Context: an optimization exercise on an open-source flow, tuned for small area and a short achievable clock period. The choices shown serve that exercise and are no tape-out recipe.
The RTL of this run was laid out without a check of its function.

## flow/extra.mk

```make
export BUFFER_PORTS_ARGS = -buffer_cell sky130_fd_sc_hd__buf_1
export SETUP_SLACK_MARGIN = 7.25
```

## design.v

```verilog
package xgmii_rx_pkg;
    localparam logic [7:0] XGMII_START = 8'hFB;
    localparam logic [7:0] XGMII_TERM  = 8'hFD;
    localparam logic [7:0] XGMII_IDLE  = 8'h07;
    localparam int DATA_W = 64;
    localparam int LANES  = 8;
    typedef logic [13:0] frame_len_t;
    typedef enum logic [3:0] {
        RUNT,
        FRAGMENT,
        SZ_64,
        SZ_65_127,
        SZ_128_255,
        SZ_256_511,
        SZ_512_1023,
        SZ_1024_MAX,
        OVERSIZE,
        JABBER
    } size_class_t;
    localparam logic [31:0] CRC_PRESET = 32'hFFFF_FFFF;
    function automatic logic [31:0] crc_check_const(input logic [2:0] t);
        case (t)
            3'd0:    crc_check_const = 32'hDEBB201E;
            3'd1:    crc_check_const = 32'h00BE26ED;
            3'd2:    crc_check_const = 32'hBE26ED00;
            3'd3:    crc_check_const = 32'h2DFD1072;
            3'd4:    crc_check_const = 32'hFFFFFFFF;
            3'd5:    crc_check_const = 32'h62932081;
            3'd6:    crc_check_const = 32'h4E3D5E5C;
            default: crc_check_const = 32'h39DD08E2;
        endcase
    endfunction
endpackage
`timescale 1ns/100ps
module xgmii_frame_parser
(
    input  logic        clk,
    input  logic        inv_aresetn,
    input  logic [63:0] xgmii_data_i,
    input  logic [7:0]  xgmii_ctrl_i,
    output logic [63:0] word_o,
    output logic        word_start_o,
    output logic [2:0]  check_lane_o,
    input  logic        crc_match_i,
    output logic [63:0] axis_tdata_o,
    output logic [7:0]  axis_tkeep_o,
    output logic        axis_tvalid_o,
    output logic        axis_tlast_o,
    output logic        axis_tuser_o,
    output logic [10:0] words_o,
    output logic [2:0]  len_lo_o
);
    typedef enum logic [1:0] {
        ST_IDLE,
        ST_FIRST,
        ST_DATA,
        ST_TAIL
    } state_t;
    logic [63:0] data_mask;
    logic        is_sfd_lane;
    logic [7:0]  is_term;
    logic [2:0]  term_lane;
    logic        to_tail;
    always_comb begin
        for (int i = 0; i < xgmii_rx_pkg::LANES; i++) begin
            data_mask[8*i +: 8] = {8{(i == 0 || i == 4 || !xgmii_ctrl_i[i]) && (i >= 4 || !to_tail)}};
            is_term[i] = (xgmii_data_i[8*i +: 8] == xgmii_rx_pkg::XGMII_TERM);
        end
    end
    assign is_sfd_lane = (xgmii_data_i[7:0] == xgmii_rx_pkg::XGMII_START) && !inv_aresetn;
    always_comb begin
        term_lane = '0;
        for (int i = xgmii_rx_pkg::LANES - 1; i >= 0; i--) begin
            if (xgmii_ctrl_i[i]) begin
                term_lane = 3'(i);
            end
        end
    end
    logic [7:0]  w_ctrl8_q;
    logic [7:0]  w_is_term_q;
    logic [2:0]  w_lane_q;
    logic        w_start_lane_q;
    logic        w_start_q;
    logic [63:0] w_data_q;
    logic [63:0] hold_q;
    always_ff @(posedge clk) begin
        w_data_q    <= xgmii_data_i & data_mask;
        w_ctrl8_q   <= xgmii_ctrl_i;
        w_is_term_q <= is_term;
        w_lane_q    <= to_tail ? w_lane_q : term_lane;
        w_start_lane_q <= is_sfd_lane;
        hold_q      <= w_data_q;
    end
    logic        w_ctrl_q;
    logic        w_term_ok_q;
    assign w_ctrl_q    = |w_ctrl8_q;
    assign w_start_q   = w_start_lane_q && (w_ctrl8_q == 8'h01);
    assign w_term_ok_q = w_is_term_q[w_lane_q] && ((w_ctrl8_q >> w_lane_q) == (8'hFF >> w_lane_q));
    assign word_o       = w_data_q;
    assign word_start_o = w_start_q;
    state_t      state_q;
    state_t      state_d;
    logic        held_vld;
    logic [10:0] words_q;
    logic [10:0] words_d;
    logic [2:0]  len_lo_q;
    logic        cnt_inc_q;
    logic        cnt_clr_q;
    logic [10:0] words_tgl;
    logic        good;
    logic        tvalid_d;
    logic        tlast_d;
    logic [7:0]  tkeep_d;
    logic        tuser_d;
    logic [2:0]  len_lo_d;
    assign check_lane_o = w_lane_q;
    assign held_vld     = (state_q == ST_DATA);
    assign good         = crc_match_i && ((state_q == ST_TAIL) || w_term_ok_q);
    assign to_tail      = (state_d == ST_TAIL);
    assign words_o  = words_q;
    assign len_lo_o = len_lo_q;
    always_comb begin
        state_d    = state_q;
        tvalid_d   = 1'b0;
        tlast_d    = 1'b0;
        tkeep_d    = 8'hFF;
        tuser_d    = good;
        len_lo_d   = 3'd4;
        case (state_q)
            ST_IDLE: begin
                if (w_start_q) begin
                    state_d = ST_FIRST;
                end
            end
            ST_FIRST, ST_DATA: begin
                if (!w_ctrl_q) begin
                    tvalid_d = held_vld;
                    state_d  = ST_DATA;
                end else begin
                    state_d    = ST_IDLE;
                    tvalid_d   = held_vld;
                    if (!w_term_ok_q) begin
                        tlast_d = 1'b1;
                    end else if (w_lane_q < 3'd4) begin
                        tlast_d = 1'b1;
                        tkeep_d  = 8'hFF >> (3'd4 - w_lane_q);
                        len_lo_d = w_lane_q;
                    end else if (w_lane_q == 3'd4) begin
                        tlast_d = 1'b1;
                    end else begin
                        state_d = ST_TAIL;
                    end
                end
            end
            ST_TAIL: begin
                tvalid_d   = 1'b1;
                tlast_d    = 1'b1;
                tkeep_d    = 8'hFF >> (4'd12 - {1'b0, w_lane_q});
                len_lo_d   = w_lane_q;
                state_d    = w_start_q ? ST_FIRST : ST_IDLE;
            end
            default: begin
                state_d = ST_IDLE;
            end
        endcase
    end
    always_comb begin
        words_tgl[0] = cnt_inc_q;
        for (int i = 1; i < 11; i++) begin
            words_tgl[i] = words_tgl[i-1] & words_q[i-1];
        end
        words_d = cnt_clr_q ? {10'd0, cnt_inc_q} : (words_q ^ words_tgl);
    end
    always_ff @(posedge clk) begin
        axis_tdata_o <= hold_q;
        axis_tkeep_o <= tkeep_d;
        axis_tlast_o <= tlast_d;
        words_q      <= words_d;
        cnt_inc_q    <= (state_q == ST_FIRST || state_q == ST_DATA) && !w_ctrl_q;
        cnt_clr_q    <= (state_q == ST_FIRST);
        axis_tuser_o <= tuser_d;
        if (tvalid_d && tlast_d) begin
            len_lo_q <= len_lo_d;
        end
        if (inv_aresetn) begin
            state_q       <= ST_IDLE;
            axis_tvalid_o <= 1'b0;
        end else begin
            state_q       <= state_d;
            axis_tvalid_o <= tvalid_d;
        end
    end
endmodule
`timescale 1ns/100ps
module xgmii_crc_check
(
    input  logic        clk,
    input  logic [63:0] word_i,
    input  logic        word_start_i,
    input  logic [2:0]  check_lane_i,
    output logic        crc_match_o
);
    logic [31:0] crc_q;
    logic [31:0] x;
    logic [31:0] d_hi;
    logic [31:0] nxt_a;
    logic [31:0] nxt_b;
    logic [31:0] nxt;
    for (genvar i = 0; i < 32; i++) begin : g_x
        crc_xor2 u_x (.a(crc_q[i]), .b(word_i[i]), .y(x[i]));
    end
    assign d_hi = word_i[63:32];
    logic [380:0] t;
    crc_xor2 u_x0 (.a(x[3]), .b(x[13]), .y(t[0]));
    crc_xor2 u_x1 (.a(x[11]), .b(x[12]), .y(t[1]));
    crc_xor2 u_x2 (.a(d_hi[7]), .b(x[19]), .y(t[2]));
    crc_xor2 u_x3 (.a(d_hi[0]), .b(d_hi[22]), .y(t[3]));
    crc_xor2 u_x4 (.a(x[6]), .b(x[16]), .y(t[4]));
    crc_xor2 u_x5 (.a(x[4]), .b(x[9]), .y(t[5]));
    crc_xor2 u_x6 (.a(x[5]), .b(x[31]), .y(t[6]));
    crc_xor2 u_x7 (.a(d_hi[4]), .b(x[7]), .y(t[7]));
    crc_xor2 u_x8 (.a(d_hi[5]), .b(x[8]), .y(t[8]));
    crc_xor2 u_x9 (.a(d_hi[24]), .b(x[10]), .y(t[9]));
    crc_xor2 u_x10 (.a(d_hi[23]), .b(x[30]), .y(t[10]));
    crc_xor2 u_x11 (.a(d_hi[15]), .b(t[0]), .y(t[11]));
    crc_xor2 u_x12 (.a(d_hi[2]), .b(d_hi[26]), .y(t[12]));
    crc_xor2 u_x13 (.a(d_hi[3]), .b(d_hi[6]), .y(t[13]));
    crc_xor2 u_x14 (.a(d_hi[11]), .b(x[14]), .y(t[14]));
    crc_xor2 u_x15 (.a(d_hi[12]), .b(x[15]), .y(t[15]));
    crc_xor2 u_x16 (.a(d_hi[19]), .b(t[2]), .y(t[16]));
    crc_xor2 u_x17 (.a(d_hi[14]), .b(d_hi[30]), .y(t[17]));
    crc_xor2 u_x18 (.a(d_hi[16]), .b(d_hi[28]), .y(t[18]));
    crc_xor2 u_x19 (.a(d_hi[18]), .b(d_hi[25]), .y(t[19]));
    crc_xor2 u_x20 (.a(d_hi[13]), .b(d_hi[29]), .y(t[20]));
    crc_xor2 u_x21 (.a(d_hi[21]), .b(x[26]), .y(t[21]));
    crc_xor2 u_x22 (.a(x[1]), .b(x[21]), .y(t[22]));
    crc_xor2 u_x23 (.a(d_hi[27]), .b(x[22]), .y(t[23]));
    crc_xor2 u_x24 (.a(t[3]), .b(x[27]), .y(t[24]));
    crc_xor2 u_x25 (.a(d_hi[20]), .b(x[25]), .y(t[25]));
    crc_xor2 u_x26 (.a(d_hi[31]), .b(x[17]), .y(t[26]));
    crc_xor2 u_x27 (.a(x[0]), .b(x[2]), .y(t[27]));
    crc_xor2 u_x28 (.a(d_hi[8]), .b(x[20]), .y(t[28]));
    crc_xor2 u_x29 (.a(d_hi[9]), .b(t[1]), .y(t[29]));
    crc_xor2 u_x30 (.a(d_hi[1]), .b(d_hi[10]), .y(t[30]));
    crc_xor2 u_x31 (.a(d_hi[17]), .b(t[6]), .y(t[31]));
    crc_xor2 u_x32 (.a(t[5]), .b(t[10]), .y(t[32]));
    crc_xor2 u_x33 (.a(x[18]), .b(x[23]), .y(t[33]));
    crc_xor2 u_x34 (.a(x[28]), .b(x[29]), .y(t[34]));
    crc_xor2 u_x35 (.a(d_hi[31]), .b(t[8]), .y(t[35]));
    crc_xor2 u_x36 (.a(t[4]), .b(t[13]), .y(t[36]));
    crc_xor2 u_x37 (.a(t[7]), .b(t[17]), .y(t[37]));
    crc_xor2 u_x38 (.a(t[9]), .b(t[31]), .y(t[38]));
    crc_xor2 u_x39 (.a(t[12]), .b(x[24]), .y(t[39]));
    crc_xor2 u_x40 (.a(t[24]), .b(x[11]), .y(t[40]));
    crc_xor2 u_x41 (.a(d_hi[0]), .b(t[15]), .y(t[41]));
    crc_xor2 u_x42 (.a(d_hi[25]), .b(d_hi[29]), .y(t[42]));
    crc_xor2 u_x43 (.a(d_hi[2]), .b(x[5]), .y(t[43]));
    crc_xor2 u_x44 (.a(d_hi[3]), .b(x[23]), .y(t[44]));
    crc_xor2 u_x45 (.a(d_hi[30]), .b(x[8]), .y(t[45]));
    crc_xor2 u_x46 (.a(x[24]), .b(x[25]), .y(t[46]));
    crc_xor2 u_x47 (.a(x[18]), .b(x[29]), .y(t[47]));
    crc_xor2 u_x48 (.a(d_hi[9]), .b(t[14]), .y(t[48]));
    crc_xor2 u_x49 (.a(d_hi[27]), .b(t[28]), .y(t[49]));
    crc_xor2 u_x50 (.a(t[26]), .b(x[21]), .y(t[50]));
    crc_xor2 u_x51 (.a(t[25]), .b(t[34]), .y(t[51]));
    crc_xor2 u_x52 (.a(d_hi[6]), .b(t[33]), .y(t[52]));
    crc_xor2 u_x53 (.a(t[5]), .b(t[23]), .y(t[53]));
    crc_xor2 u_x54 (.a(d_hi[28]), .b(t[22]), .y(t[54]));
    crc_xor2 u_x55 (.a(t[18]), .b(t[32]), .y(t[55]));
    crc_xor2 u_x56 (.a(t[16]), .b(x[1]), .y(t[56]));
    crc_xor2 u_x57 (.a(t[11]), .b(x[16]), .y(t[57]));
    crc_xor2 u_x58 (.a(d_hi[11]), .b(d_hi[17]), .y(t[58]));
    crc_xor2 u_x59 (.a(d_hi[5]), .b(d_hi[7]), .y(t[59]));
    crc_xor2 u_x60 (.a(d_hi[3]), .b(x[4]), .y(t[60]));
    crc_xor2 u_x61 (.a(x[12]), .b(x[28]), .y(t[61]));
    crc_xor2 u_x62 (.a(d_hi[10]), .b(x[22]), .y(t[62]));
    crc_xor2 u_x63 (.a(d_hi[16]), .b(x[14]), .y(t[63]));
    crc_xor2 u_x64 (.a(d_hi[13]), .b(x[2]), .y(t[64]));
    crc_xor2 u_x65 (.a(d_hi[26]), .b(t[30]), .y(t[65]));
    crc_xor2 u_x66 (.a(d_hi[23]), .b(x[7]), .y(t[66]));
    crc_xor2 u_x67 (.a(x[5]), .b(x[30]), .y(t[67]));
    crc_xor2 u_x68 (.a(x[2]), .b(x[27]), .y(t[68]));
    crc_xor2 u_x69 (.a(t[3]), .b(x[10]), .y(t[69]));
    crc_xor2 u_x70 (.a(d_hi[1]), .b(x[15]), .y(t[70]));
    crc_xor2 u_x71 (.a(t[19]), .b(t[20]), .y(t[71]));
    crc_xor2 u_x72 (.a(x[12]), .b(x[13]), .y(t[72]));
    crc_xor2 u_x73 (.a(t[58]), .b(x[20]), .y(t[73]));
    crc_xor2 u_x74 (.a(t[61]), .b(x[31]), .y(t[74]));
    crc_xor2 u_x75 (.a(t[28]), .b(x[3]), .y(t[75]));
    crc_xor2 u_x76 (.a(t[8]), .b(t[14]), .y(t[76]));
    crc_xor2 u_x77 (.a(d_hi[2]), .b(t[27]), .y(t[77]));
    crc_xor2 u_x78 (.a(t[6]), .b(t[39]), .y(t[78]));
    crc_xor2 u_x79 (.a(d_hi[4]), .b(t[40]), .y(t[79]));
    crc_xor2 u_x80 (.a(t[36]), .b(t[54]), .y(t[80]));
    crc_xor2 u_x81 (.a(d_hi[15]), .b(t[35]), .y(t[81]));
    crc_xor2 u_x82 (.a(t[29]), .b(x[9]), .y(t[82]));
    crc_xor2 u_x83 (.a(t[21]), .b(t[50]), .y(t[83]));
    crc_xor2 u_x84 (.a(d_hi[7]), .b(d_hi[24]), .y(t[84]));
    crc_xor2 u_x85 (.a(d_hi[14]), .b(d_hi[18]), .y(t[85]));
    crc_xor2 u_x86 (.a(d_hi[18]), .b(x[30]), .y(t[86]));
    crc_xor2 u_x87 (.a(d_hi[23]), .b(x[28]), .y(t[87]));
    crc_xor2 u_x88 (.a(x[14]), .b(x[26]), .y(t[88]));
    crc_xor2 u_x89 (.a(t[12]), .b(t[30]), .y(t[89]));
    crc_xor2 u_x90 (.a(t[30]), .b(x[15]), .y(t[90]));
    crc_xor2 u_x91 (.a(t[19]), .b(x[0]), .y(t[91]));
    crc_xor2 u_x92 (.a(d_hi[14]), .b(x[7]), .y(t[92]));
    crc_xor2 u_x93 (.a(t[17]), .b(x[6]), .y(t[93]));
    crc_xor2 u_x94 (.a(d_hi[17]), .b(x[18]), .y(t[94]));
    crc_xor2 u_x95 (.a(x[0]), .b(x[4]), .y(t[95]));
    crc_xor2 u_x96 (.a(t[59]), .b(x[17]), .y(t[96]));
    crc_xor2 u_x97 (.a(t[18]), .b(t[20]), .y(t[97]));
    crc_xor2 u_x98 (.a(d_hi[8]), .b(x[24]), .y(t[98]));
    crc_xor2 u_x99 (.a(d_hi[12]), .b(t[19]), .y(t[99]));
    crc_xor2 u_x100 (.a(x[10]), .b(x[17]), .y(t[100]));
    crc_xor2 u_x101 (.a(t[23]), .b(x[16]), .y(t[101]));
    crc_xor2 u_x102 (.a(t[25]), .b(t[43]), .y(t[102]));
    crc_xor2 u_x103 (.a(t[46]), .b(x[3]), .y(t[103]));
    crc_xor2 u_x104 (.a(t[10]), .b(t[23]), .y(t[104]));
    crc_xor2 u_x105 (.a(t[4]), .b(x[24]), .y(t[105]));
    crc_xor2 u_x106 (.a(t[47]), .b(t[62]), .y(t[106]));
    crc_xor2 u_x107 (.a(t[92]), .b(x[19]), .y(t[107]));
    crc_xor2 u_x108 (.a(t[4]), .b(t[94]), .y(t[108]));
    crc_xor2 u_x109 (.a(t[1]), .b(t[71]), .y(t[109]));
    crc_xor2 u_x110 (.a(d_hi[24]), .b(t[0]), .y(t[110]));
    crc_xor2 u_x111 (.a(t[27]), .b(t[72]), .y(t[111]));
    crc_xor2 u_x112 (.a(t[7]), .b(t[22]), .y(t[112]));
    crc_xor2 u_x113 (.a(t[7]), .b(x[6]), .y(t[113]));
    crc_xor2 u_x114 (.a(t[15]), .b(x[26]), .y(t[114]));
    crc_xor2 u_x115 (.a(t[9]), .b(t[14]), .y(t[115]));
    crc_xor2 u_x116 (.a(d_hi[20]), .b(t[15]), .y(t[116]));
    crc_xor2 u_x117 (.a(d_hi[22]), .b(t[1]), .y(t[117]));
    crc_xor2 u_x118 (.a(t[24]), .b(t[46]), .y(t[118]));
    crc_xor2 u_x119 (.a(t[39]), .b(t[44]), .y(t[119]));
    crc_xor2 u_x120 (.a(t[21]), .b(t[69]), .y(t[120]));
    crc_xor2 u_x121 (.a(t[60]), .b(t[96]), .y(t[121]));
    crc_xor2 u_x122 (.a(t[63]), .b(x[13]), .y(t[122]));
    crc_xor2 u_x123 (.a(t[20]), .b(t[21]), .y(t[123]));
    crc_xor2 u_x124 (.a(t[66]), .b(t[89]), .y(t[124]));
    crc_xor2 u_x125 (.a(t[98]), .b(x[29]), .y(t[125]));
    crc_xor2 u_x126 (.a(d_hi[1]), .b(t[2]), .y(t[126]));
    crc_xor2 u_x127 (.a(d_hi[7]), .b(t[27]), .y(t[127]));
    crc_xor2 u_x128 (.a(d_hi[29]), .b(t[11]), .y(t[128]));
    crc_xor2 u_x129 (.a(t[37]), .b(t[53]), .y(t[129]));
    crc_xor2 u_x130 (.a(t[51]), .b(t[75]), .y(t[130]));
    crc_xor2 u_x131 (.a(t[41]), .b(t[102]), .y(t[131]));
    crc_xor2 u_x132 (.a(t[26]), .b(t[37]), .y(t[132]));
    crc_xor2 u_x133 (.a(t[45]), .b(t[101]), .y(t[133]));
    crc_xor2 u_x134 (.a(t[49]), .b(t[76]), .y(t[134]));
    crc_xor2 u_x135 (.a(t[65]), .b(t[113]), .y(t[135]));
    crc_xor2 u_x136 (.a(t[18]), .b(t[36]), .y(t[136]));
    crc_xor2 u_x137 (.a(d_hi[21]), .b(t[41]), .y(t[137]));
    crc_xor2 u_x138 (.a(t[16]), .b(t[26]), .y(t[138]));
    crc_xor2 u_x139 (.a(d_hi[6]), .b(t[48]), .y(t[139]));
    crc_xor2 u_x140 (.a(t[68]), .b(t[117]), .y(t[140]));
    crc_xor2 u_x141 (.a(d_hi[12]), .b(t[40]), .y(t[141]));
    crc_xor2 u_x142 (.a(t[29]), .b(t[49]), .y(t[142]));
    crc_xor2 u_x143 (.a(t[70]), .b(t[77]), .y(t[143]));
    crc_xor2 u_x144 (.a(t[2]), .b(t[53]), .y(t[144]));
    crc_xor2 u_x145 (.a(t[11]), .b(t[90]), .y(t[145]));
    crc_xor2 u_x146 (.a(t[37]), .b(t[123]), .y(t[146]));
    crc_xor2 u_x147 (.a(d_hi[25]), .b(t[35]), .y(t[147]));
    crc_xor2 u_x148 (.a(t[38]), .b(t[42]), .y(t[148]));
    crc_xor2 u_x149 (.a(t[57]), .b(t[132]), .y(t[149]));
    crc_xor2 u_x150 (.a(d_hi[22]), .b(t[56]), .y(t[150]));
    crc_xor2 u_x151 (.a(d_hi[28]), .b(t[83]), .y(t[151]));
    crc_xor2 u_x152 (.a(t[56]), .b(x[22]), .y(t[152]));
    crc_xor2 u_x153 (.a(t[80]), .b(t[137]), .y(t[153]));
    crc_xor2 u_x154 (.a(t[116]), .b(t[134]), .y(t[154]));
    crc_xor2 u_x155 (.a(t[38]), .b(t[87]), .y(t[155]));
    crc_xor2 u_x156 (.a(t[79]), .b(t[108]), .y(t[156]));
    crc_xor2 u_x157 (.a(t[97]), .b(t[131]), .y(t[157]));
    crc_xor2 u_x158 (.a(d_hi[20]), .b(t[12]), .y(t[158]));
    crc_xor2 u_x159 (.a(x[1]), .b(t[63]), .y(t[159]));
    crc_xor2 u_x160 (.a(t[100]), .b(t[158]), .y(t[160]));
    crc_xor2 u_x161 (.a(t[32]), .b(t[36]), .y(t[161]));
    crc_xor2 u_x162 (.a(t[75]), .b(t[126]), .y(t[162]));
    crc_xor2 u_x163 (.a(t[159]), .b(t[160]), .y(t[163]));
    crc_xor2 u_x164 (.a(t[79]), .b(t[161]), .y(t[164]));
    crc_xor2 u_x165 (.a(t[162]), .b(t[163]), .y(t[165]));
    crc_xor2 u_x166 (.a(d_hi[21]), .b(x[18]), .y(t[166]));
    crc_xor2 u_x167 (.a(x[21]), .b(t[7]), .y(t[167]));
    crc_xor2 u_x168 (.a(t[166]), .b(t[121]), .y(t[168]));
    crc_xor2 u_x169 (.a(t[167]), .b(t[142]), .y(t[169]));
    crc_xor2 u_x170 (.a(t[143]), .b(t[168]), .y(t[170]));
    crc_xor2 u_x171 (.a(t[155]), .b(t[169]), .y(t[171]));
    crc_xor2 u_x172 (.a(d_hi[4]), .b(d_hi[8]), .y(t[172]));
    crc_xor2 u_x173 (.a(t[3]), .b(x[19]), .y(t[173]));
    crc_xor2 u_x174 (.a(t[172]), .b(t[8]), .y(t[174]));
    crc_xor2 u_x175 (.a(t[43]), .b(t[91]), .y(t[175]));
    crc_xor2 u_x176 (.a(t[173]), .b(t[29]), .y(t[176]));
    crc_xor2 u_x177 (.a(t[106]), .b(t[110]), .y(t[177]));
    crc_xor2 u_x178 (.a(t[174]), .b(t[175]), .y(t[178]));
    crc_xor2 u_x179 (.a(t[80]), .b(t[176]), .y(t[179]));
    crc_xor2 u_x180 (.a(t[177]), .b(t[178]), .y(t[180]));
    crc_xor2 u_x181 (.a(d_hi[5]), .b(t[13]), .y(t[181]));
    crc_xor2 u_x182 (.a(t[42]), .b(x[17]), .y(t[182]));
    crc_xor2 u_x183 (.a(x[20]), .b(x[23]), .y(t[183]));
    crc_xor2 u_x184 (.a(t[181]), .b(t[182]), .y(t[184]));
    crc_xor2 u_x185 (.a(t[183]), .b(t[32]), .y(t[185]));
    crc_xor2 u_x186 (.a(t[48]), .b(t[111]), .y(t[186]));
    crc_xor2 u_x187 (.a(t[184]), .b(t[135]), .y(t[187]));
    crc_xor2 u_x188 (.a(t[185]), .b(t[186]), .y(t[188]));
    crc_xor2 u_x189 (.a(t[152]), .b(t[187]), .y(t[189]));
    crc_xor2 u_x190 (.a(d_hi[10]), .b(d_hi[30]), .y(t[190]));
    crc_xor2 u_x191 (.a(t[190]), .b(t[0]), .y(t[191]));
    crc_xor2 u_x192 (.a(t[9]), .b(t[52]), .y(t[192]));
    crc_xor2 u_x193 (.a(t[78]), .b(t[112]), .y(t[193]));
    crc_xor2 u_x194 (.a(t[127]), .b(t[191]), .y(t[194]));
    crc_xor2 u_x195 (.a(t[192]), .b(t[193]), .y(t[195]));
    crc_xor2 u_x196 (.a(t[194]), .b(t[154]), .y(t[196]));
    crc_xor2 u_x197 (.a(d_hi[8]), .b(x[11]), .y(t[197]));
    crc_xor2 u_x198 (.a(t[64]), .b(t[197]), .y(t[198]));
    crc_xor2 u_x199 (.a(t[48]), .b(t[103]), .y(t[199]));
    crc_xor2 u_x200 (.a(t[198]), .b(t[144]), .y(t[200]));
    crc_xor2 u_x201 (.a(t[147]), .b(t[199]), .y(t[201]));
    crc_xor2 u_x202 (.a(t[153]), .b(t[200]), .y(t[202]));
    crc_xor2 u_x203 (.a(x[1]), .b(x[6]), .y(t[203]));
    crc_xor2 u_x204 (.a(t[10]), .b(t[44]), .y(t[204]));
    crc_xor2 u_x205 (.a(t[62]), .b(t[68]), .y(t[205]));
    crc_xor2 u_x206 (.a(t[88]), .b(t[203]), .y(t[206]));
    crc_xor2 u_x207 (.a(t[29]), .b(t[107]), .y(t[207]));
    crc_xor2 u_x208 (.a(t[204]), .b(t[205]), .y(t[208]));
    crc_xor2 u_x209 (.a(t[206]), .b(t[207]), .y(t[209]));
    crc_xor2 u_x210 (.a(t[208]), .b(t[157]), .y(t[210]));
    crc_xor2 u_x211 (.a(d_hi[24]), .b(x[8]), .y(t[211]));
    crc_xor2 u_x212 (.a(x[27]), .b(t[27]), .y(t[212]));
    crc_xor2 u_x213 (.a(t[44]), .b(t[73]), .y(t[213]));
    crc_xor2 u_x214 (.a(t[211]), .b(t[74]), .y(t[214]));
    crc_xor2 u_x215 (.a(t[105]), .b(t[212]), .y(t[215]));
    crc_xor2 u_x216 (.a(t[213]), .b(t[145]), .y(t[216]));
    crc_xor2 u_x217 (.a(t[146]), .b(t[214]), .y(t[217]));
    crc_xor2 u_x218 (.a(t[215]), .b(t[216]), .y(t[218]));
    crc_xor2 u_x219 (.a(d_hi[2]), .b(d_hi[16]), .y(t[219]));
    crc_xor2 u_x220 (.a(t[219]), .b(t[5]), .y(t[220]));
    crc_xor2 u_x221 (.a(t[22]), .b(t[34]), .y(t[221]));
    crc_xor2 u_x222 (.a(t[99]), .b(t[76]), .y(t[222]));
    crc_xor2 u_x223 (.a(t[118]), .b(t[220]), .y(t[223]));
    crc_xor2 u_x224 (.a(t[221]), .b(t[222]), .y(t[224]));
    crc_xor2 u_x225 (.a(t[223]), .b(t[149]), .y(t[225]));
    crc_xor2 u_x226 (.a(t[43]), .b(t[64]), .y(t[226]));
    crc_xor2 u_x227 (.a(t[114]), .b(t[226]), .y(t[227]));
    crc_xor2 u_x228 (.a(t[81]), .b(t[130]), .y(t[228]));
    crc_xor2 u_x229 (.a(t[227]), .b(t[152]), .y(t[229]));
    crc_xor2 u_x230 (.a(t[156]), .b(t[228]), .y(t[230]));
    crc_xor2 u_x231 (.a(t[12]), .b(t[59]), .y(t[231]));
    crc_xor2 u_x232 (.a(t[85]), .b(x[14]), .y(t[232]));
    crc_xor2 u_x233 (.a(x[23]), .b(t[34]), .y(t[233]));
    crc_xor2 u_x234 (.a(t[64]), .b(t[231]), .y(t[234]));
    crc_xor2 u_x235 (.a(t[232]), .b(t[29]), .y(t[235]));
    crc_xor2 u_x236 (.a(t[112]), .b(t[120]), .y(t[236]));
    crc_xor2 u_x237 (.a(t[233]), .b(t[234]), .y(t[237]));
    crc_xor2 u_x238 (.a(t[235]), .b(t[236]), .y(t[238]));
    crc_xor2 u_x239 (.a(d_hi[14]), .b(d_hi[19]), .y(t[239]));
    crc_xor2 u_x240 (.a(t[13]), .b(t[239]), .y(t[240]));
    crc_xor2 u_x241 (.a(t[8]), .b(t[240]), .y(t[241]));
    crc_xor2 u_x242 (.a(t[104]), .b(t[125]), .y(t[242]));
    crc_xor2 u_x243 (.a(t[241]), .b(t[140]), .y(t[243]));
    crc_xor2 u_x244 (.a(t[145]), .b(t[242]), .y(t[244]));
    crc_xor2 u_x245 (.a(d_hi[2]), .b(d_hi[4]), .y(t[245]));
    crc_xor2 u_x246 (.a(t[84]), .b(x[23]), .y(t[246]));
    crc_xor2 u_x247 (.a(t[245]), .b(t[25]), .y(t[247]));
    crc_xor2 u_x248 (.a(t[246]), .b(t[74]), .y(t[248]));
    crc_xor2 u_x249 (.a(t[247]), .b(t[55]), .y(t[249]));
    crc_xor2 u_x250 (.a(t[57]), .b(t[139]), .y(t[250]));
    crc_xor2 u_x251 (.a(t[248]), .b(t[249]), .y(t[251]));
    crc_xor2 u_x252 (.a(d_hi[10]), .b(t[21]), .y(t[252]));
    crc_xor2 u_x253 (.a(t[41]), .b(t[121]), .y(t[253]));
    crc_xor2 u_x254 (.a(t[122]), .b(t[125]), .y(t[254]));
    crc_xor2 u_x255 (.a(t[252]), .b(t[253]), .y(t[255]));
    crc_xor2 u_x256 (.a(t[254]), .b(t[148]), .y(t[256]));
    crc_xor2 u_x257 (.a(d_hi[8]), .b(d_hi[13]), .y(t[257]));
    crc_xor2 u_x258 (.a(d_hi[26]), .b(d_hi[30]), .y(t[258]));
    crc_xor2 u_x259 (.a(t[19]), .b(x[25]), .y(t[259]));
    crc_xor2 u_x260 (.a(t[257]), .b(t[258]), .y(t[260]));
    crc_xor2 u_x261 (.a(t[67]), .b(t[70]), .y(t[261]));
    crc_xor2 u_x262 (.a(t[259]), .b(t[260]), .y(t[262]));
    crc_xor2 u_x263 (.a(t[261]), .b(t[262]), .y(t[263]));
    crc_xor2 u_x264 (.a(t[139]), .b(t[263]), .y(t[264]));
    crc_xor2 u_x265 (.a(d_hi[5]), .b(d_hi[9]), .y(t[265]));
    crc_xor2 u_x266 (.a(d_hi[27]), .b(t[85]), .y(t[266]));
    crc_xor2 u_x267 (.a(t[265]), .b(t[4]), .y(t[267]));
    crc_xor2 u_x268 (.a(t[266]), .b(t[74]), .y(t[268]));
    crc_xor2 u_x269 (.a(t[114]), .b(t[124]), .y(t[269]));
    crc_xor2 u_x270 (.a(t[267]), .b(t[138]), .y(t[270]));
    crc_xor2 u_x271 (.a(t[268]), .b(t[269]), .y(t[271]));
    crc_xor2 u_x272 (.a(d_hi[13]), .b(d_hi[27]), .y(t[272]));
    crc_xor2 u_x273 (.a(x[8]), .b(x[11]), .y(t[273]));
    crc_xor2 u_x274 (.a(t[272]), .b(t[47]), .y(t[274]));
    crc_xor2 u_x275 (.a(t[273]), .b(t[11]), .y(t[275]));
    crc_xor2 u_x276 (.a(t[115]), .b(t[274]), .y(t[276]));
    crc_xor2 u_x277 (.a(t[55]), .b(t[135]), .y(t[277]));
    crc_xor2 u_x278 (.a(t[275]), .b(t[276]), .y(t[278]));
    crc_xor2 u_x279 (.a(t[150]), .b(t[277]), .y(t[279]));
    crc_xor2 u_x280 (.a(t[1]), .b(t[77]), .y(t[280]));
    crc_xor2 u_x281 (.a(t[107]), .b(t[55]), .y(t[281]));
    crc_xor2 u_x282 (.a(t[280]), .b(t[148]), .y(t[282]));
    crc_xor2 u_x283 (.a(t[154]), .b(t[281]), .y(t[283]));
    crc_xor2 u_x284 (.a(d_hi[26]), .b(x[20]), .y(t[284]));
    crc_xor2 u_x285 (.a(t[45]), .b(t[71]), .y(t[285]));
    crc_xor2 u_x286 (.a(t[284]), .b(t[11]), .y(t[286]));
    crc_xor2 u_x287 (.a(t[285]), .b(t[38]), .y(t[287]));
    crc_xor2 u_x288 (.a(t[82]), .b(t[286]), .y(t[288]));
    crc_xor2 u_x289 (.a(t[153]), .b(t[287]), .y(t[289]));
    crc_xor2 u_x290 (.a(d_hi[19]), .b(t[4]), .y(t[290]));
    crc_xor2 u_x291 (.a(t[65]), .b(t[69]), .y(t[291]));
    crc_xor2 u_x292 (.a(t[50]), .b(t[109]), .y(t[292]));
    crc_xor2 u_x293 (.a(t[122]), .b(t[127]), .y(t[293]));
    crc_xor2 u_x294 (.a(t[290]), .b(t[291]), .y(t[294]));
    crc_xor2 u_x295 (.a(t[129]), .b(t[292]), .y(t[295]));
    crc_xor2 u_x296 (.a(t[293]), .b(t[294]), .y(t[296]));
    crc_xor2 u_x297 (.a(x[15]), .b(t[24]), .y(t[297]));
    crc_xor2 u_x298 (.a(t[33]), .b(t[67]), .y(t[298]));
    crc_xor2 u_x299 (.a(t[72]), .b(t[73]), .y(t[299]));
    crc_xor2 u_x300 (.a(t[16]), .b(t[297]), .y(t[300]));
    crc_xor2 u_x301 (.a(t[298]), .b(t[299]), .y(t[301]));
    crc_xor2 u_x302 (.a(t[81]), .b(t[129]), .y(t[302]));
    crc_xor2 u_x303 (.a(t[136]), .b(t[300]), .y(t[303]));
    crc_xor2 u_x304 (.a(t[301]), .b(t[302]), .y(t[304]));
    crc_xor2 u_x305 (.a(x[7]), .b(x[28]), .y(t[305]));
    crc_xor2 u_x306 (.a(t[86]), .b(t[95]), .y(t[306]));
    crc_xor2 u_x307 (.a(t[305]), .b(t[31]), .y(t[307]));
    crc_xor2 u_x308 (.a(t[35]), .b(t[54]), .y(t[308]));
    crc_xor2 u_x309 (.a(t[119]), .b(t[306]), .y(t[309]));
    crc_xor2 u_x310 (.a(t[128]), .b(t[141]), .y(t[310]));
    crc_xor2 u_x311 (.a(t[307]), .b(t[308]), .y(t[311]));
    crc_xor2 u_x312 (.a(t[309]), .b(t[310]), .y(t[312]));
    crc_xor2 u_x313 (.a(t[20]), .b(t[86]), .y(t[313]));
    crc_xor2 u_x314 (.a(t[100]), .b(t[16]), .y(t[314]));
    crc_xor2 u_x315 (.a(t[78]), .b(t[313]), .y(t[315]));
    crc_xor2 u_x316 (.a(t[130]), .b(t[133]), .y(t[316]));
    crc_xor2 u_x317 (.a(t[140]), .b(t[314]), .y(t[317]));
    crc_xor2 u_x318 (.a(t[315]), .b(t[316]), .y(t[318]));
    crc_xor2 u_x319 (.a(d_hi[0]), .b(d_hi[3]), .y(t[319]));
    crc_xor2 u_x320 (.a(d_hi[19]), .b(x[0]), .y(t[320]));
    crc_xor2 u_x321 (.a(x[31]), .b(t[319]), .y(t[321]));
    crc_xor2 u_x322 (.a(t[0]), .b(t[33]), .y(t[322]));
    crc_xor2 u_x323 (.a(t[93]), .b(t[320]), .y(t[323]));
    crc_xor2 u_x324 (.a(t[321]), .b(t[32]), .y(t[324]));
    crc_xor2 u_x325 (.a(t[51]), .b(t[322]), .y(t[325]));
    crc_xor2 u_x326 (.a(t[323]), .b(t[142]), .y(t[326]));
    crc_xor2 u_x327 (.a(t[324]), .b(t[325]), .y(t[327]));
    crc_xor2 u_x328 (.a(t[151]), .b(t[326]), .y(t[328]));
    crc_xor2 u_x329 (.a(t[84]), .b(t[28]), .y(t[329]));
    crc_xor2 u_x330 (.a(t[66]), .b(t[78]), .y(t[330]));
    crc_xor2 u_x331 (.a(t[106]), .b(t[329]), .y(t[331]));
    crc_xor2 u_x332 (.a(t[82]), .b(t[83]), .y(t[332]));
    crc_xor2 u_x333 (.a(t[128]), .b(t[136]), .y(t[333]));
    crc_xor2 u_x334 (.a(t[330]), .b(t[331]), .y(t[334]));
    crc_xor2 u_x335 (.a(t[332]), .b(t[333]), .y(t[335]));
    crc_xor2 u_x336 (.a(t[42]), .b(t[22]), .y(t[336]));
    crc_xor2 u_x337 (.a(t[25]), .b(t[73]), .y(t[337]));
    crc_xor2 u_x338 (.a(t[52]), .b(t[110]), .y(t[338]));
    crc_xor2 u_x339 (.a(t[124]), .b(t[336]), .y(t[339]));
    crc_xor2 u_x340 (.a(t[337]), .b(t[82]), .y(t[340]));
    crc_xor2 u_x341 (.a(t[133]), .b(t[338]), .y(t[341]));
    crc_xor2 u_x342 (.a(t[339]), .b(t[340]), .y(t[342]));
    crc_xor2 u_x343 (.a(d_hi[10]), .b(t[45]), .y(t[343]));
    crc_xor2 u_x344 (.a(t[99]), .b(t[111]), .y(t[344]));
    crc_xor2 u_x345 (.a(t[115]), .b(t[119]), .y(t[345]));
    crc_xor2 u_x346 (.a(t[343]), .b(t[144]), .y(t[346]));
    crc_xor2 u_x347 (.a(t[344]), .b(t[345]), .y(t[347]));
    crc_xor2 u_x348 (.a(t[151]), .b(t[346]), .y(t[348]));
    crc_xor2 u_x349 (.a(d_hi[1]), .b(d_hi[11]), .y(t[349]));
    crc_xor2 u_x350 (.a(d_hi[25]), .b(x[13]), .y(t[350]));
    crc_xor2 u_x351 (.a(t[349]), .b(t[95]), .y(t[351]));
    crc_xor2 u_x352 (.a(t[350]), .b(t[52]), .y(t[352]));
    crc_xor2 u_x353 (.a(t[104]), .b(t[105]), .y(t[353]));
    crc_xor2 u_x354 (.a(t[351]), .b(t[138]), .y(t[354]));
    crc_xor2 u_x355 (.a(t[352]), .b(t[353]), .y(t[355]));
    crc_xor2 u_x356 (.a(t[157]), .b(t[354]), .y(t[356]));
    crc_xor2 u_x357 (.a(t[52]), .b(t[103]), .y(t[357]));
    crc_xor2 u_x358 (.a(t[38]), .b(t[55]), .y(t[358]));
    crc_xor2 u_x359 (.a(t[141]), .b(t[146]), .y(t[359]));
    crc_xor2 u_x360 (.a(t[357]), .b(t[358]), .y(t[360]));
    crc_xor2 u_x361 (.a(x[4]), .b(x[26]), .y(t[361]));
    crc_xor2 u_x362 (.a(t[93]), .b(t[361]), .y(t[362]));
    crc_xor2 u_x363 (.a(t[109]), .b(t[118]), .y(t[363]));
    crc_xor2 u_x364 (.a(t[126]), .b(t[362]), .y(t[364]));
    crc_xor2 u_x365 (.a(t[81]), .b(t[363]), .y(t[365]));
    crc_xor2 u_x366 (.a(t[364]), .b(t[155]), .y(t[366]));
    crc_xor2 u_x367 (.a(x[12]), .b(t[9]), .y(t[367]));
    crc_xor2 u_x368 (.a(t[60]), .b(t[67]), .y(t[368]));
    crc_xor2 u_x369 (.a(t[88]), .b(t[91]), .y(t[369]));
    crc_xor2 u_x370 (.a(t[51]), .b(t[367]), .y(t[370]));
    crc_xor2 u_x371 (.a(t[368]), .b(t[369]), .y(t[371]));
    crc_xor2 u_x372 (.a(t[370]), .b(t[371]), .y(t[372]));
    crc_xor2 u_x373 (.a(t[149]), .b(t[150]), .y(t[373]));
    crc_xor2 u_x374 (.a(t[13]), .b(x[9]), .y(t[374]));
    crc_xor2 u_x375 (.a(t[6]), .b(t[47]), .y(t[375]));
    crc_xor2 u_x376 (.a(t[374]), .b(t[16]), .y(t[376]));
    crc_xor2 u_x377 (.a(t[120]), .b(t[375]), .y(t[377]));
    crc_xor2 u_x378 (.a(t[57]), .b(t[143]), .y(t[378]));
    crc_xor2 u_x379 (.a(t[147]), .b(t[376]), .y(t[379]));
    crc_xor2 u_x380 (.a(t[377]), .b(t[378]), .y(t[380]));
    assign nxt_a[0] = t[164];
    assign nxt_b[0] = t[165];
    assign nxt_a[1] = t[170];
    assign nxt_b[1] = t[171];
    assign nxt_a[2] = t[179];
    assign nxt_b[2] = t[180];
    assign nxt_a[3] = t[188];
    assign nxt_b[3] = t[189];
    assign nxt_a[4] = t[195];
    assign nxt_b[4] = t[196];
    assign nxt_a[5] = t[201];
    assign nxt_b[5] = t[202];
    assign nxt_a[6] = t[209];
    assign nxt_b[6] = t[210];
    assign nxt_a[7] = t[217];
    assign nxt_b[7] = t[218];
    assign nxt_a[8] = t[224];
    assign nxt_b[8] = t[225];
    assign nxt_a[9] = t[229];
    assign nxt_b[9] = t[230];
    assign nxt_a[10] = t[237];
    assign nxt_b[10] = t[238];
    assign nxt_a[11] = t[243];
    assign nxt_b[11] = t[244];
    assign nxt_a[12] = t[250];
    assign nxt_b[12] = t[251];
    assign nxt_a[13] = t[255];
    assign nxt_b[13] = t[256];
    assign nxt_a[14] = t[156];
    assign nxt_b[14] = t[264];
    assign nxt_a[15] = t[270];
    assign nxt_b[15] = t[271];
    assign nxt_a[16] = t[278];
    assign nxt_b[16] = t[279];
    assign nxt_a[17] = t[282];
    assign nxt_b[17] = t[283];
    assign nxt_a[18] = t[288];
    assign nxt_b[18] = t[289];
    assign nxt_a[19] = t[295];
    assign nxt_b[19] = t[296];
    assign nxt_a[20] = t[303];
    assign nxt_b[20] = t[304];
    assign nxt_a[21] = t[311];
    assign nxt_b[21] = t[312];
    assign nxt_a[22] = t[317];
    assign nxt_b[22] = t[318];
    assign nxt_a[23] = t[327];
    assign nxt_b[23] = t[328];
    assign nxt_a[24] = t[334];
    assign nxt_b[24] = t[335];
    assign nxt_a[25] = t[341];
    assign nxt_b[25] = t[342];
    assign nxt_a[26] = t[347];
    assign nxt_b[26] = t[348];
    assign nxt_a[27] = t[355];
    assign nxt_b[27] = t[356];
    assign nxt_a[28] = t[359];
    assign nxt_b[28] = t[360];
    assign nxt_a[29] = t[365];
    assign nxt_b[29] = t[366];
    assign nxt_a[30] = t[372];
    assign nxt_b[30] = t[373];
    assign nxt_a[31] = t[379];
    assign nxt_b[31] = t[380];
    assign nxt = nxt_a ^ nxt_b;
    assign crc_match_o = (x == xgmii_rx_pkg::crc_check_const(check_lane_i));
    always_ff @(posedge clk) begin
        if (word_start_i) begin
            crc_q <= xgmii_rx_pkg::CRC_PRESET;
        end else begin
            crc_q <= nxt;
        end
    end
endmodule
module crc_xor2
(
    input  logic a,
    input  logic b,
    output logic y
);
    assign y = a ^ b;
endmodule
`timescale 1ns/100ps
module rx_frame_stats
#(
    parameter int MAX_FRAME_LEN = 1518
) (
    input  logic        clk,
    input  logic        inv_aresetn,
    input  logic        tvalid_i,
    input  logic        tlast_i,
    input  logic        tuser_i,
    input  logic [10:0] words_i,
    input  logic [2:0]  len_lo_i,
    output logic        stat_valid_o,
    output logic        stat_crc_ok_o,
    output logic [13:0] stat_len_o,
    output logic [3:0]  stat_size_o,
    output logic [31:0] good_frames_o,
    output logic [31:0] bad_frames_o
);
    logic frame_end;
    xgmii_rx_pkg::frame_len_t frame_len;
    function automatic xgmii_rx_pkg::size_class_t classify(input xgmii_rx_pkg::frame_len_t len, input logic crc_ok);
        if (len < 14'd64) begin
            classify = crc_ok ? xgmii_rx_pkg::RUNT : xgmii_rx_pkg::FRAGMENT;
        end else if (len == 14'd64) begin
            classify = xgmii_rx_pkg::SZ_64;
        end else if (len < 14'd128) begin
            classify = xgmii_rx_pkg::SZ_65_127;
        end else if (len < 14'd256) begin
            classify = xgmii_rx_pkg::SZ_128_255;
        end else if (len < 14'd512) begin
            classify = xgmii_rx_pkg::SZ_256_511;
        end else if (len < 14'd1024) begin
            classify = xgmii_rx_pkg::SZ_512_1023;
        end else if (len <= 14'(MAX_FRAME_LEN)) begin
            classify = xgmii_rx_pkg::SZ_1024_MAX;
        end else begin
            classify = crc_ok ? xgmii_rx_pkg::OVERSIZE : xgmii_rx_pkg::JABBER;
        end
    endfunction
    assign frame_end  = tvalid_i && tlast_i;
    function automatic logic [31:0] inc_toggle(input logic [31:0] cnt, input logic en);
        logic [7:0] c;
        c[0] = en;
        for (int k = 1; k < 8; k++) begin
            c[k] = c[k-1] & (&cnt[4*(k-1) +: 4]);
        end
        for (int k = 0; k < 8; k++) begin
            inc_toggle[4*k] = c[k];
            for (int j = 1; j < 4; j++) begin
                inc_toggle[4*k+j] = inc_toggle[4*k+j-1] & cnt[4*k+j-1];
            end
        end
    endfunction
    assign frame_len     = {words_i, len_lo_i};
    assign stat_len_o    = frame_len;
    always_ff @(posedge clk) begin
        stat_crc_ok_o <= tuser_i;
        stat_size_o   <= classify(frame_len, tuser_i);
        if (inv_aresetn) begin
            stat_valid_o  <= 1'b0;
            good_frames_o <= '0;
            bad_frames_o  <= '0;
        end else begin
            stat_valid_o <= frame_end;
            good_frames_o <= good_frames_o ^ inc_toggle(good_frames_o, frame_end && tuser_i);
            bad_frames_o  <= bad_frames_o ^ inc_toggle(bad_frames_o, frame_end && !tuser_i);
        end
    end
endmodule
`timescale 1ns/100ps
module xgmii_rx_top
#(
    parameter int MAX_FRAME_LEN = 1518
) (
    input  logic        clk,
    input  logic        inv_aresetn,
    input  logic [63:0] xgmii_data_i,
    input  logic [7:0]  xgmii_ctrl_i,
    output logic [63:0] axis_tdata_o,
    output logic [7:0]  axis_tkeep_o,
    output logic        axis_tvalid_o,
    output logic        axis_tlast_o,
    output logic        axis_tuser_o,
    output logic        stat_valid_o,
    output logic        stat_crc_ok_o,
    output logic [13:0] stat_len_o,
    output logic [3:0]  stat_size_o,
    output logic [31:0] good_frames_o,
    output logic [31:0] bad_frames_o
);
    logic [63:0] word;
    logic        word_start;
    logic [2:0]  check_lane;
    logic        crc_match;
    logic [10:0] words;
    logic [2:0]  len_lo;
    xgmii_frame_parser u_parser (
        .clk           (clk),
        .inv_aresetn   (inv_aresetn),
        .xgmii_data_i  (xgmii_data_i),
        .xgmii_ctrl_i  (xgmii_ctrl_i),
        .word_o        (word),
        .word_start_o  (word_start),
        .check_lane_o  (check_lane),
        .crc_match_i   (crc_match),
        .axis_tdata_o  (axis_tdata_o),
        .axis_tkeep_o  (axis_tkeep_o),
        .axis_tvalid_o (axis_tvalid_o),
        .axis_tlast_o  (axis_tlast_o),
        .axis_tuser_o  (axis_tuser_o),
        .words_o       (words),
        .len_lo_o      (len_lo)
    );
    xgmii_crc_check u_crc_check (
        .clk          (clk),
        .word_i       (word),
        .word_start_i (word_start),
        .check_lane_i (check_lane),
        .crc_match_o  (crc_match)
    );
    rx_frame_stats #(
        .MAX_FRAME_LEN (MAX_FRAME_LEN)
    ) u_stats (
        .clk           (clk),
        .inv_aresetn   (inv_aresetn),
        .tvalid_i      (axis_tvalid_o),
        .tlast_i       (axis_tlast_o),
        .tuser_i       (axis_tuser_o),
        .words_i       (words),
        .len_lo_i      (len_lo),
        .stat_valid_o  (stat_valid_o),
        .stat_crc_ok_o (stat_crc_ok_o),
        .stat_len_o    (stat_len_o),
        .stat_size_o   (stat_size_o),
        .good_frames_o (good_frames_o),
        .bad_frames_o  (bad_frames_o)
    );
endmodule
```

## constraint.sdc

```tcl
create_clock -name core_clock -period 10.5 [get_ports {clk}]
set_input_delay 2.1000 -clock core_clock [delete_from_list [all_inputs] [get_ports {clk}]]
set_output_delay 2.1000 -clock core_clock [all_outputs]
set_load 0.01 [all_outputs]
```

## flow/run.sh

```bash
#!/bin/bash
# Standard layout (settings from config.mk via config.mk) plus the settings
# in flow/extra.mk: plain buf_1 port buffers instead of the default
# delay-cell buffers, and a larger setup margin for timing repair.
set -e
cp config.mk config_in.log
cat flow/extra.mk >> config.mk
bash standard.sh > standard.log 2>&1
```

## config.mk

```make
export PLATFORM = sky130hd
export DESIGN_NAME = xgmii_rx_top
export DESIGN_NICKNAME = xgmii_rx_top
export VERILOG_FILES = /design/flow/design.v
export SDC_FILE = /design/flow/constraint.sdc
export NUM_CORES = 4
export LEC_CHECK = 0
export CAP_MARGIN = 20
export CORE_MARGIN = 2
export CORE_UTILIZATION = 55
export CTS_CLUSTER_DIAMETER = 120
export CTS_CLUSTER_SIZE = 25
export SLEW_MARGIN = 20
export SYNTH_HIERARCHICAL = 1
export BUFFER_PORTS_ARGS = -buffer_cell sky130_fd_sc_hd__buf_1
export SETUP_SLACK_MARGIN = 7.25
```

## standard.sh

```bash
#!/bin/bash
# synth_recipe.tcl (not shown) runs the flow's synth.tcl, then flattens the netlist and writes it again
# the make line also repeats each setting of config.mk as NAME=value (left out here)
make -C /OpenROAD-flow-scripts/flow DESIGN_CONFIG=/design/flow/config.mk WORK_HOME=/design/flow/orfs CLKGATE_MAP_FILE= SYNTH_SCRIPT=/design/flow/synth_recipe.tcl "${@:-finish}"
```

==> impl_metrics.py <==
metrics = {
    "critical_path": {
        "reg2reg_to": "u_crc_check.crc_q[9]",
        "endpoint_kind": "register",
        "crit_type": "register to register",
        "required_ps": 10910,
        "critPathTopFamily": "XOR/XNOR gates",
        "r2r_setup_slack_ps": 7300,
        "ff2ff_path_depth": 8,
        "critPathLaunchType": "register",
        "crit_top_cell": "xor2_1",
        "critPathMaxStageDelay_ps": 520,
        "worstPathCellList": "xor2_1 > xor2_1 > xor2_1 > xor2_1 > xor2_1 > xor2_1 > xnor2_1 > nand2b_1",
        "path_buf_inv": 0,
        "r2r_start": "u_parser.w_data_q[54]",
        "crit_fanout": 4,
        "crit_arrival_ps": 3610,
        "worst_path_max_delay_cell": "dfxtp_1",
    },
    "clock_tree": {
        "ctsHoldBuffers": 0,
        "cts_max_level": 1,
        "clk_pin_slew_ps": 100,
        "cts-buffers-inserted": 17,
        "clk_latency_ps": 510,
        "cts.sinks": 343,
        "cts_max_path_buffers": 3,
        "root_buffer": "clkbuf_16",
        "cts_tree": "built",
    },
    "yosys": {
        "syn_avg_cell_area_sq_um": 10.8,
        "yosysWarnings": 9,
        "yosys-top-cells-area": "dfxtp_1, xor2_1, ha_1, nor2b_1, xnor2_1",
        "synthFlopType": "dfxtp_1",
        "ys_ff_latch": 343,
        "ys_async_sr_fraction_pct": 0,
        "synth.top_cell.area_share_pct": 44.1,
        "synth_edf_count": 6,
        "synth_cell_types": 76,
        "yosysTopAreaCell": "dfxtp_1",
        "synth.net_count": 1565,
        "synth.yosys.seq_area_share_pct": 45.3,
        "synth_cells": 1422,
        "syn_area_sq_um": 15300,
    },
    "layout": {
        "area_growth_pct": 12.4,
        "layout_common_cells": "xor2_1, dfxtp_1, buf_1",
        "stdcell_area_sq_um": 17200,
        "n_antenna_cell": 0,
        "layout.area.seq_sq_um": 6940,
        "mostFrequentLayoutCell": "xor2_1",
        "final_net_count": 1805,
        "multi_input_area_sq_um": 8100,
        "drive_gt1_share_pct": 6.07,
        "n_fill_cell": 2408,
    },
    "floorplanning": {
        "die_w_microns": 171,
        "core_sq_um": 27600,
        "io-pin-count": 233,
        "start_util_pct": 55.5,
        "num_rows": 61,
        "fp.dieArea_sq_um": 29200,
        "die_height_microns": 171,
    },
    "global_route": {
        "grt_max_degree": 70,
        "grt_antenna_before_repair": 1,
        "overflow": 0,
        "track_usage_pct": 27.3,
        "grt_pass1_wl_microns": 59500,
        "grt_pass1_vias": 10068,
    },
    "hold_path": {
        "whs_endpoint": "u_parser.axis_tdata_o[2]",
        "min_path_type": "register to register",
        "min-delay-start": "u_parser.hold_q[2]",
        "holdPathStages": 0,
    },
    "detailed_routing": {
        "first_iter_violations": 691,
        "wl_per_cell_microns": 19.7,
        "first_pass_iters": 5,
        "drc": 0,
        "totalWireLength_microns": 40200,
        "viasPerCell": 5.19,
        "dr_total_vias": 10593,
        "antenna_left": 0,
    },
    "timing": {
        "slew_violations": 0,
        "hold_viol_final": 0,
        "worst_pin_slew_ps": 1140,
        "post-route-min-period_ps": 3200,
        "min_period_over_period_pct": 30.5,
        "grt_setup_unrepaired": "no",
        "fmax_mhz": 312,
        "relSlewSlack_pct": 23.7,
        "skew_ps": 22.2,
        "setup_viol": 0,
        "tns_ps": 0,
    },
    "place": {
        "placed_cell_area_sq_um": 16600,
        "io_buffers": 232,
        "gp_congestion": 1.04,
        "dpl.hpwl_microns": 30500,
    },
    "run_status": {
        "status": "finished clean",
    },
    "job": {
        "maxCapViolCount": 0,
    },
}
-- area by class of cell --
type | instances | area share, %
clock buffers | 19 | 2.52
clock inverters | 1 | 0.0509
inverters | 23 | 0.517
multi-input cells | 1010 | 47.1
flip-flops and latches | 343 | 40.4
well taps | 378 | 2.75
repair buffers | 267 | 6.73
-- registers in the layout, summed over array words and instances (netlist names), 2 cells and up --
register / flops
u_crc_check.crc_q: 32
u_parser.axis_tdata_o: 64
u_parser.axis_tkeep_o: 8
u_parser.hold_q: 64
u_parser.len_lo_q: 3
u_parser.state_q: 2
u_parser.w_ctrl8_q: 8
u_parser.w_data_q: 64
u_parser.w_is_term_q: 8
u_parser.w_lane_q: 3
u_parser.words_q: 11
u_stats.bad_frames_o: 32
u_stats.good_frames_o: 32
u_stats.stat_size_o: 4
-- modules after synthesis (local to each module, per instance), a selection --
module              copies in the design  cells inside
xgmii_crc_check                        1           244
xgmii_frame_parser                     1           486
crc_xor2                             413             1
-- synth_stat cells (all sizes together) (10+ instances only) --
| master | count |
|---|---|
| xor2 | 417 |
| dfxtp | 337 |
| nor2b | 92 |
| ha | 69 |
| nor2 | 62 |
| xnor2 | 53 |
| nand2b | 39 |
| nand2 | 34 |
| a21oi | 28 |
| buf | 28 |
| nor3b | 27 |
| nand4 | 25 |
| nor3 | 24 |
| o21ai | 23 |
| inv | 22 |
| clkbuf | 19 |
| nor4 | 10 |
-- how the worst max path moves through the flow --
stage,start,to,cells after the start
2_1_floorplan,xgmii_ctrl_i[5],u_parser.w_lane_q[1],4
3_3_place_gp,u_parser.w_lane_q[0],u_parser.w_lane_q[0],9
3_5_place_dp,u_parser.w_lane_q[0],u_parser.w_lane_q[1],9
4_1_cts,u_parser.w_lane_q[1],u_parser.w_lane_q[0],9
5_1_grt,u_parser.w_data_q[27],u_crc_check.crc_q[9],8
6_report,u_parser.w_data_q[54],u_crc_check.crc_q[9],8
-- per-layer routing --
metal / vias to the layer above / wire length [microns] / track usage, %
met5: - / 11 / 0
met4: 2 / 1990 / 13.2
met3: 91 / 2350 / 3.72
met2: 376 / 18900 / 45.9
met1: 4967 / 17000 / 34.7
li1: 5157 / - / -
-- per-stage QoR --
stage               hold WS (ps)  setup WS (ps)  cells  utilization [%]
finish                       325           7300   2041             62.4
global route                 330           7250   2041             62.4
CTS                          327           7260   2036             62.0
detailed placement           312           6920   2015             60.2
global placement             310           6990   2015             60.2
floorplan                    310           7610   1422                -
-- worst reg2reg max path: stages (launching register included) --
cell	delay [ps]
dfxtp_1	520
xor2_1	460
xor2_1	500
xor2_1	360
xor2_1	400
xor2_1	440
xor2_1	220
xnor2_1	140
nand2b_1	70
-- logic make-up (layout without fill, tap and decap cells) --
group                      Yosys count  count (layout)  share of synthesized area, %
AOI/OAI and AO/OA                  101             102                          4.31
xor gates and xnor gates           470             470                          26.9
adders and majority gates           71              71                          5.78
buffers and inverters               70             310                          2.46
DFF                                343             343                          45.3
muxes                               14              14                          1.18
and+or+nand+nor                    353             353                          14.1
-- repair_timing --
item,4_1_cts,5_1_grt
endpoints found under the hold margin,0,0
pin swaps,1,1
setup buffers,0,5
setup endpoints to repair,44,58
cloned,1,0
gates resized for setup,10,15

==> static timing again, ports no longer ideal <==
No port has a modelled driver above. Below, the same layout with a new extraction and two added sets of constraints. Step 1 assumes that a clkbuf_16 drives the clock port and a buf_2 every other input. Step 2, shift: input delay + t, output delay - t, t = (earliest + latest rising clock arrival at the registers) / 2. This alone moves slack from input paths to output paths. Slacks: no drivers / after step 1 / after step 2; pairs: no drivers / after step 1.
shift t [ns]: 0.553
setup WS [ns]: 7.300 / 7.248 / 7.128
worst register clock-pin slew, ns: 0.10 / 0.10
After both steps setup and hold are still met in this run. The setup slack of this run moves by -0.052 ns with the drivers and by -0.172 ns with both steps.
